Source: an optimization exercise on an open RTL-to-GDS flow (aim: small area, a short achievable clock period and few clock cycles per item). Production flows keep margins and buffers that such runs may drop.
The RTL was checked by simulation tests, not by an equivalence proof against the original design.
Power and IR drop assume default switching activity.

Setup of the previous run:
## fpPipeline
module fpPipeline (
    input  logic                                   CP,
    input  logic                                   MR,
    input  logic                                   sendIn,
    output logic                                   ackOut,
    input  logic [dfpPacketPkg::IN_PACKET_WIDTH-1:0]  packetIn,
    output logic                                   sendOut,
    input  logic                                   ackIn,
    output logic [dfpPacketPkg::OUT_PACKET_WIDTH-1:0] packetOut
);
    logic adv;           
    logic v1, v2;        
    logic hv, sv;        
    logic nackReg;       
    assign adv = !sv;
    assign ackOut = !nackReg;
    logic [IN_PACKET_WIDTH-1:0] r1;
    logic [3:0]                 r1LdAddr;
    logic [13:0]                r1A3;
    logic [3:0]                 r1S1, r1S2, r1S3, r1S4;
    logic                       r1One0, r1Two0;
    logic [3:0]                 inS1, inS2, inS3, inS4, inNeg;
    logic                       inOne0, inTwo0, inNeg0, inM5one, inM5two, inNeg5;
    booth8Enc enc_i (.b(packetIn[15:0]), .one0(inOne0), .two0(inTwo0), .neg0(inNeg0),
                     .s1(inS1), .s2(inS2), .s3(inS3), .s4(inS4), .neg(inNeg),
  ...
Size: about 2600 cells after synthesis, ~530 flip-flops, ~110 I/O pins.
clock: 8.0 ns
lec_check: 0
abc_area: 1
cap_margin: 20
core_margin: 2
core_utilization: 45
cts_cluster_diameter: 80
cts_cluster_size: 30
place_density: 0.75
setup_slack_margin: 5
slew_margin: 20
standard.sh (not shown) runs the stock make flow with config.mk's settings and CLKGATE_MAP_FILE= SYNTH_SCRIPT=/design/flow/synth_recipe.tcl, a recipe that flattens the netlist after the stock synthesis.
==> flow/flow/run.sh <==
#!/bin/bash
# The standard layout (the standard.sh, standard synthesis unchanged) with
# two changes: ports are buffered with sky130_fd_sc_hd__buf_2 cells, and timing
# repair aims for 5.2 ns of setup slack (a 2.8 ns period) instead of 5.
# make's full output goes to flow_make.log; ORFS keeps each step's log under orfs/logs.
set -euo pipefail
bash standard.sh "BUFFER_PORTS_ARGS=-buffer_cell sky130_fd_sc_hd__buf_2" SETUP_SLACK_MARGIN=5.2 finish > flow_make.log 2>&1
Testbench counts of the previous run, summed over its fixed seeds: cycles 16,024, items 16,000.
Setup changes, the previous run to the current run
--- a/flow/design.v
+++ b/flow/design.v
@@ -242,40 +242,20 @@
     logic [3:0]                 r1S1, r1S2, r1S3, r1S4;
     logic                       r1One0, r1Two0;
     logic [3:0]                 inS1, inS2, inS3, inS4, inNeg;
     logic                       inOne0, inTwo0, inNeg0, inM5one, inM5two, inNeg5;
     booth8Enc enc_i (.b(packetIn[15:0]), .one0(inOne0), .two0(inTwo0), .neg0(inNeg0),
                      .s1(inS1), .s2(inS2), .s3(inS3), .s4(inS4), .neg(inNeg),
                      .m5one(inM5one), .m5two(inM5two), .neg5(inNeg5));
-    logic [13:0] x3In, x3G, x3P, x3Gp, x3Pp, x3Sum;
-    always_comb
-    begin
-        for (int i = 0; i < 14; i++)
-        begin
-            x3G[i] = packetIn[16+i] & (i > 0 ? packetIn[15+i] : 1'b0);
-            x3P[i] = packetIn[16+i] ^ (i > 0 ? packetIn[15+i] : 1'b0);
-        end
-        x3Gp = x3G;
-        x3Pp = x3P;
-        for (int d = 1; d < 14; d = d * 2)
-            for (int i = 13; i >= d; i--)
-            begin
-                x3Gp[i] = x3Gp[i] | (x3Pp[i] & x3Gp[i-d]);
-                x3Pp[i] = x3Pp[i] & x3Pp[i-d];
-            end
-        x3Sum[0] = x3P[0];
-        for (int i = 1; i < 14; i++)
-            x3Sum[i] = x3P[i] ^ x3Gp[i-1];
-    end
     always_ff @(posedge CP)
         if (adv)
         begin
             r1 <= packetIn;
             r1LdAddr <= packetIn[19:16] + packetIn[3:0];
-            r1A3 <= x3Sum;
+            r1A3 <= packetIn[29:16] + {packetIn[28:16], 1'b0};
             r1One0 <= inOne0;
             r1Two0 <= inTwo0;
             r1S1 <= inS1;
             r1S2 <= inS2;
             r1S3 <= inS3;
             r1S4 <= inS4;
         end
Findings:
Summary of the current run over the previous run: area occupied by multi-input gates higher, fraction of registers with async set or reset after synthesis roughly the same, post-route cell area lower, sequential share of layout area higher, cell area power density roughly the same.
Testbench counts of the current run, summed over its fixed seeds: cycles 16,024, items 16,000.

[port drivers added, routing unchanged]
Ports are ideal in the flow. The routed layouts listed here were re-timed in OpenROAD. Step 1 assumes that a clkbuf_16 drives the clock port and a buf_2 every other input. Step 2 moves the port delays by t, midway between the first and last clock arrival at a register: inputs arrive t later, outputs are due t later. That takes back most of the time a late clock gives input paths. Slacks: ideal / step 1 / step 2; pairs: ideal / step 1.
| run | shift t [ns] | setup WS [ns] | worst setup path after step 2 | worst slew at a driven data input, ns | cell pins on the clock port's net |
|---|---|---|---|---|---|
| the previous run | 0.660 | 5.053 / 5.053 / 4.481 | input to register | 0.05 | 1 |
| the current run | 0.635 | 5.123 / 5.126 / 4.491 | input to register | 0.06 | 1 |
After both steps every run listed still meets setup and hold. For the current run, which loses most, drivers alone change the setup slack by +0.003 ns; drivers and shift together by -0.632 ns.
